Background: an optimization exercise with open tools, aiming at small area, a short achievable clock period and few clock cycles per item. Do not read the settings as production practice. Only simulation tests tie the RTL to the original design; equivalence was not proved. Power figures rest on the tool's default switching activity, not on a simulated workload.

## line_fill_engine
module line_fill_engine #(
    parameter int LINE_BITS = 512,
    parameter int WORD_BITS = 32,
    parameter int ADDR_BITS = 32
) (
    input  logic                 clk,
    input  logic                 rst_n,
    input  logic                 req_valid,
    output logic                 req_ready,
    input  logic                 req_write,
    input  logic [ADDR_BITS-1:0] req_addr,
    input  logic [LINE_BITS-1:0] req_wdata,
    output logic                 resp_valid,
    output logic [LINE_BITS-1:0] resp_rdata,
    output logic                 mem_valid,
    input  logic                 mem_ready,
    output logic                 mem_we,
    output logic [ADDR_BITS-1:0] mem_addr,
    output logic [WORD_BITS-1:0] mem_wdata,
    input  logic                 mem_rvalid,
    input  logic [WORD_BITS-1:0] mem_rdata
);
    localparam int OFFSET_BITS   = 6;
    localparam int BEATS         = LINE_BITS / WORD_BITS;
    localparam int BEAT_IDX_BITS = 4;
    localparam int LBASE_BITS    = ADDR_BITS - OFFSET_BITS;
  ...
==> module lfe_line_buffer, before the edit <==
module lfe_line_buffer #(
    parameter int LINE_BITS     = 512,
    parameter int WORD_BITS     = 32,
    parameter int BEAT_IDX_BITS = 4
) (
    input  logic                 clk,
    input  logic                 rst_n,
    input  logic                 wr_en,
    input  logic [WORD_BITS-1:0] wr_word,
    output logic                 wr_last,    
    output logic [LINE_BITS-1:0] line
);
    localparam int BEATS = LINE_BITS / WORD_BITS;
    logic [BEAT_IDX_BITS-1:0]        wr_idx;
    logic                            clear;      
    logic [WORD_BITS-1:0]            wr_data;
    logic [BEATS-1:0][WORD_BITS-1:0] words;
    assign wr_last = wr_en && (wr_idx == BEAT_IDX_BITS'(BEATS-1));
    assign wr_data = clear ? '0 : wr_word;
    always_ff @(posedge clk or negedge rst_n) begin
        if (!rst_n) begin
            wr_idx <= '0;
            clear  <= 1'b1;
        end else begin
            clear  <= 1'b0;
            if (wr_en)
                wr_idx <= wr_idx + BEAT_IDX_BITS'(1);
        end
    end
    for (genvar k = 0; k < BEATS; k++) begin : g_word
        always_ff @(posedge clk) begin
            if (clear || (wr_en && wr_idx == BEAT_IDX_BITS'(k)))
                words[k] <= wr_data;
        end
    end
    assign line = words;
endmodule
clock: 4.2 ns
lec_check: 0
cap_margin: 20
core_margin: 2
core_utilization: 65
cts_cluster_diameter: 80
cts_cluster_size: 30
setup_slack_margin: 2.2
slew_margin: 20
standard.sh (not shown) runs the stock make flow with config.mk's settings and CLKGATE_MAP_FILE= SYNTH_SCRIPT=/design/flow/synth_recipe.tcl, a recipe that flattens the netlist after the stock synthesis.
==> flow/flow/run.sh <==
#!/bin/bash
# Standard layout, with a plain buf_1 as each port's buffer and the pins one
# routing track apart (so the die need not grow to fit them).
set -euo pipefail
bash standard.sh \
  "BUFFER_PORTS_ARGS=-buffer_cell sky130_fd_sc_hd__buf_1" \
  "PLACE_PINS_ARGS=-min_distance 1 -min_distance_in_tracks" \
  finish > standard.log 2>&1
Testbench counts at the start, summed over its fixed seeds: cycles 58,671, items 3,200.
Next try:
--- a/flow/design.v
+++ b/flow/design.v
@@ -14,11 +14,11 @@
     logic [BEAT_IDX_BITS-1:0]        wr_idx;
     logic                            clear;      
     logic [WORD_BITS-1:0]            wr_data;
     logic [BEATS-1:0][WORD_BITS-1:0] words;
     assign wr_last = wr_en && (wr_idx == BEAT_IDX_BITS'(BEATS-1));
-    assign wr_data = clear ? '0 : wr_word;
+    assign wr_data = wr_en ? wr_word : '0;
     always_ff @(posedge clk or negedge rst_n) begin
         if (!rst_n) begin
             wr_idx <= '0;
             clear  <= 1'b1;
         end else begin
Result: The changed run ran to the end with no violations; non-clock buffer count is lower by 10; cell count stays flat; sequential cell count stays the same; design area is lower by 0.43%; die area is about the same; synthesized area barely changes; global-route usage is lower by 1.1 points.
Testbench counts after the change, summed over its fixed seeds: cycles 58,671, items 3,200.

---

The RTL this note starts from:
==> flow/design.v <==
module lfe_line_buffer #(
    parameter int LINE_BITS     = 512,
    parameter int WORD_BITS     = 32,
    parameter int BEAT_IDX_BITS = 4
) (
    input  logic                 clk,
    input  logic                 rst_n,
    input  logic                 wr_en,
    input  logic [WORD_BITS-1:0] wr_word,
    output logic                 wr_last,    
    output logic [LINE_BITS-1:0] line
);
    localparam int BEATS = LINE_BITS / WORD_BITS;
    logic [BEATS-1:0]                wr_sel;     
    logic                            clear;      
    logic [WORD_BITS-1:0]            wr_data;
    logic [BEATS-1:0][WORD_BITS-1:0] words;
    assign wr_last = wr_en && wr_sel[BEATS-1];
    assign wr_data = wr_en ? wr_word : '0;
    always_ff @(posedge clk or negedge rst_n) begin
        if (!rst_n) begin
            wr_sel <= BEATS'(1);
            clear  <= 1'b1;
        end else begin
            clear  <= 1'b0;
            if (wr_en)
                wr_sel <= {wr_sel[BEATS-2:0], wr_sel[BEATS-1]};
        end
    end
    for (genvar k = 0; k < BEATS; k++) begin : g_word
        always_ff @(posedge clk) begin
            if (clear || (wr_en && wr_sel[k]))
                words[k] <= wr_data;
        end
    end
    assign line = words;
endmodule
module line_fill_engine #(
    parameter int LINE_BITS = 512,
    parameter int WORD_BITS = 32,
    parameter int ADDR_BITS = 32
) (
    input  logic                 clk,
    input  logic                 rst_n,
    input  logic                 req_valid,
    output logic                 req_ready,
    input  logic                 req_write,
    input  logic [ADDR_BITS-1:0] req_addr,
    input  logic [LINE_BITS-1:0] req_wdata,
    output logic                 resp_valid,
    output logic [LINE_BITS-1:0] resp_rdata,
    output logic                 mem_valid,
    input  logic                 mem_ready,
    output logic                 mem_we,
    output logic [ADDR_BITS-1:0] mem_addr,
    output logic [WORD_BITS-1:0] mem_wdata,
    input  logic                 mem_rvalid,
    input  logic [WORD_BITS-1:0] mem_rdata
);
    localparam int OFFSET_BITS   = 6;
    localparam int BEATS         = LINE_BITS / WORD_BITS;
    localparam int BEAT_IDX_BITS = 4;
    localparam int LBASE_BITS    = ADDR_BITS - OFFSET_BITS;
    localparam int QDEPTH        = 4;    
    logic                     src_v, src_v_nxt;      
    logic [BEAT_IDX_BITS-1:0] src_cnt;               
    logic [BEATS-1:1]         src_sel;               
    logic [WORD_BITS-1:0]     src_word, ld_word;
    logic [BEATS-1:1][WORD_BITS-1:0] wbuf;           
    logic                     d_v, d_we, d_last;
    logic [LBASE_BITS-1:0]    d_base;
    logic [BEAT_IDX_BITS-1:0] d_idx;
    logic [WORD_BITS-1:0]     d_data;
    logic [QDEPTH-1:0]        q_wr;                  
    logic [1:0]               q_hd, q_tl;
    logic [QDEPTH-1:0]        t_un, t_un_nxt;        
    logic [QDEPTH-1:0]        t_uw;                  
    logic [QDEPTH-1:0]        t_cw, t_cf;            
    logic [QDEPTH-1:0]        t_cw_nxt, t_cf_nxt;
    logic                     resp_q, rdy_q, rdy_idle_q;
    logic [LINE_BITS-1:0]     line;
    function automatic logic [QDEPTH-1:0] therm(input logic [QDEPTH-1:0] t,
                                                input logic inc, input logic dec);
        therm = t;
        if (inc && !dec) therm = {t[QDEPTH-2:0], 1'b1};
        if (dec && !inc) therm = {1'b0, t[QDEPTH-1:1]};
    endfunction
    logic accept, pop, src_ld, d_v_nxt, rdy_nxt;
    logic [QDEPTH-1:0] t_uw_nxt;
    logic wb_done, fill_done, resp_wb, head_wb_nxt;
    logic unused_addr_bits;
    assign unused_addr_bits = ^req_addr[OFFSET_BITS-1:0];
    assign pop = !d_v || mem_ready;
    assign req_ready = rdy_idle_q || (rdy_q && mem_ready);
    assign accept    = req_valid && req_ready;
    assign src_ld    = pop && src_v;
    always_comb begin
        src_v_nxt = src_v;
        if (accept)
            src_v_nxt = 1'b1;
        else if (src_ld && src_sel[BEATS-1])
            src_v_nxt = 1'b0;
    end
    always_ff @(posedge clk or negedge rst_n) begin
        if (!rst_n) begin
            src_v   <= 1'b0;
            src_cnt <= '0;
            src_sel <= '0;
        end else begin
            src_v <= src_v_nxt;
            if (accept) begin
                src_cnt <= BEAT_IDX_BITS'(1);
                src_sel <= (BEATS-1)'(1);
            end else if (src_ld) begin
                src_cnt <= src_cnt + BEAT_IDX_BITS'(1);
                src_sel <= {src_sel[BEATS-2:1], 1'b0};
            end
        end
    end
    always_ff @(posedge clk) begin
        if (!src_v)
            wbuf <= req_wdata[LINE_BITS-1:WORD_BITS];
    end
    always_comb begin
        src_word = '0;
        for (int k = 1; k < BEATS; k++)
            src_word = src_word | (wbuf[k] & {WORD_BITS{src_sel[k]}});
    end
    assign ld_word = src_v ? src_word : req_wdata[WORD_BITS-1:0];
    assign d_v_nxt = pop ? (src_v || accept) : d_v;
    always_ff @(posedge clk or negedge rst_n) begin
        if (!rst_n)
            d_v <= 1'b0;
        else
            d_v <= d_v_nxt;
    end
    always_ff @(posedge clk) begin
        if (src_ld) begin
            d_idx  <= src_cnt;
            d_last <= src_sel[BEATS-1];
        end else if (accept) begin
            d_we   <= req_write;
            d_base <= req_addr[ADDR_BITS-1:OFFSET_BITS];
            d_idx  <= '0;
            d_last <= 1'b0;
        end
        if (src_ld || accept)
            d_data <= ld_word;
    end
    assign mem_valid = d_v;
    assign mem_we    = d_we;
    assign mem_addr  = {d_base, d_idx, 2'b00};
    assign mem_wdata = d_data;
    assign wb_done    = d_v && d_we && d_last && mem_ready;
    assign resp_wb    = q_wr[q_hd];
    assign resp_valid = resp_q;
    assign t_un_nxt = therm(t_un, accept, resp_q);
    assign t_uw_nxt = therm(t_uw, accept && req_write, resp_q && resp_wb);
    assign t_cw_nxt = therm(t_cw, wb_done, resp_q && resp_wb);
    assign t_cf_nxt = therm(t_cf, fill_done, resp_q && !resp_wb);
    assign rdy_nxt  = !src_v_nxt && !t_un_nxt[QDEPTH-1] && (!t_uw_nxt[0] || !t_un_nxt[1]);
    assign head_wb_nxt = resp_q ? q_wr[q_hd + 2'd1] : q_wr[q_hd];
    always_ff @(posedge clk) begin
        if (accept) q_wr[q_tl] <= req_write;
    end
    always_ff @(posedge clk or negedge rst_n) begin
        if (!rst_n) begin
            q_hd   <= '0;
            q_tl   <= '0;
            t_un   <= '0;
            t_uw   <= '0;
            t_cw   <= '0;
            t_cf   <= '0;
            resp_q <= 1'b0;
            rdy_q  <= 1'b0;
            rdy_idle_q <= 1'b0;
        end else begin
            q_hd   <= q_hd + 2'(resp_q);
            q_tl   <= q_tl + 2'(accept);
            t_un   <= t_un_nxt;
            t_uw   <= t_uw_nxt;
            t_cw   <= t_cw_nxt;
            t_cf   <= t_cf_nxt;
            resp_q <= head_wb_nxt ? t_cw_nxt[0] : t_cf_nxt[0];
            rdy_q      <= rdy_nxt;
            rdy_idle_q <= rdy_nxt && !d_v_nxt;
        end
    end
    lfe_line_buffer u_line (
        .clk     (clk),
        .rst_n   (rst_n),
        .wr_en   (mem_rvalid),
        .wr_word (mem_rdata),
        .wr_last (fill_done),
        .line    (line)
    );
    assign resp_rdata = line;
endmodule
==> flow/config.mk <==
export PLATFORM = sky130hd
export DESIGN_NAME = line_fill_engine
export DESIGN_NICKNAME = line_fill_engine
export VERILOG_FILES = /design/flow/design.v
export SDC_FILE = /design/flow/constraint.sdc
export NUM_CORES = 4
export LEC_CHECK = 0
export CAP_MARGIN = 20
export CORE_MARGIN = 2
export CORE_UTILIZATION = 65
export CTS_CLUSTER_DIAMETER = 80
export CTS_CLUSTER_SIZE = 30
export SETUP_SLACK_MARGIN = 2.2
export SLEW_MARGIN = 20
==> flow/constraint.sdc <==
create_clock -name core_clock -period 4.2 [get_ports {clk}]
set_input_delay 0.8400 -clock core_clock [delete_from_list [all_inputs] [get_ports {clk}]]
set_output_delay 0.8400 -clock core_clock [all_outputs]
set_load 0.01 [all_outputs]
Scripts as last shown in full above: flow/flow/run.sh
Testbench counts at the start, summed over its fixed seeds: cycles 58,671, items 3,200.
==> next run, changes <==
--- a/flow/design.v
+++ b/flow/design.v
@@ -8,32 +8,36 @@
     input  logic                 wr_en,
     input  logic [WORD_BITS-1:0] wr_word,
     output logic                 wr_last,    
     output logic [LINE_BITS-1:0] line
 );
     localparam int BEATS = LINE_BITS / WORD_BITS;
+    logic                            r_en;       
+    logic [WORD_BITS-1:0]            r_word;     
     logic [BEATS-1:0]                wr_sel;     
     logic                            clear;      
-    logic [WORD_BITS-1:0]            wr_data;
     logic [BEATS-1:0][WORD_BITS-1:0] words;
-    assign wr_last = wr_en && wr_sel[BEATS-1];
-    assign wr_data = wr_en ? wr_word : '0;
+    assign wr_last = r_en && wr_sel[BEATS-1];
     always_ff @(posedge clk or negedge rst_n) begin
         if (!rst_n) begin
+            r_en   <= 1'b0;
+            r_word <= '0;
             wr_sel <= BEATS'(1);
             clear  <= 1'b1;
         end else begin
+            r_en   <= wr_en;
+            r_word <= wr_word;
             clear  <= 1'b0;
-            if (wr_en)
+            if (r_en)
                 wr_sel <= {wr_sel[BEATS-2:0], wr_sel[BEATS-1]};
         end
     end
     for (genvar k = 0; k < BEATS; k++) begin : g_word
         always_ff @(posedge clk) begin
-            if (clear || (wr_en && wr_sel[k]))
-                words[k] <= wr_data;
+            if (clear || (r_en && wr_sel[k]))
+                words[k] <= r_word;
         end
     end
     assign line = words;
 endmodule
 module line_fill_engine #(
     parameter int LINE_BITS = 512,
What happened:
- utilization went up by 0.38 points
- via count rises by 1.4%
- sequential power stays flat
- total power increases by 0.57%
- non-clock buffer count grows by 32
- die area came out higher by 1.6%
- final cell count is higher by 1.6%
- routed wire length came out higher by 3.0%
- final area came out higher by 2.4%
- register-to-register slack is worse by 0.09 ns
- count of clock-buffer cells in the layout came out higher by 17
- area after synthesis went up by 1.6%
Testbench counts after the change, summed over its fixed seeds: cycles 58,614, items 3,200.

what the ideal ports hide:
No port has a modelled driver above. Below, the same layouts with a new extraction and two added sets of constraints.
Step 1: set_driving_cell puts a clkbuf_16 on clk and a buf_2 on each other input, an assumption about the parent block.
Step 2 also shifts input and output timing later by t, the mid clock arrival at the registers, as if the neighbouring blocks saw the same clock.
a / b / c = no drivers / after step 1 / after step 2; a / b = the first two.
| run | t (ns) | setup WS [ns] | slew at the worst register clock pin (ns) |
|---|---|---|---|
| the first run of note 1 | 0.680 | 2.033 / 1.978 / 1.640 | 0.12 / 0.12 |
| the second run of note 1 | 0.678 | 2.062 / 1.998 / 1.549 | 0.12 / 0.12 |
| the first run of note 2 | 0.694 | 1.986 / 1.919 / 1.407 | 0.12 / 0.12 |
| the second run of note 2 | 0.699 | 1.979 / 1.947 / 1.641 | 0.12 / 0.12 |
After both steps setup and hold are still met in every run listed. For the first run of note 2, which loses most, drivers alone change the setup slack by -0.067 ns; drivers and shift together by -0.579 ns.
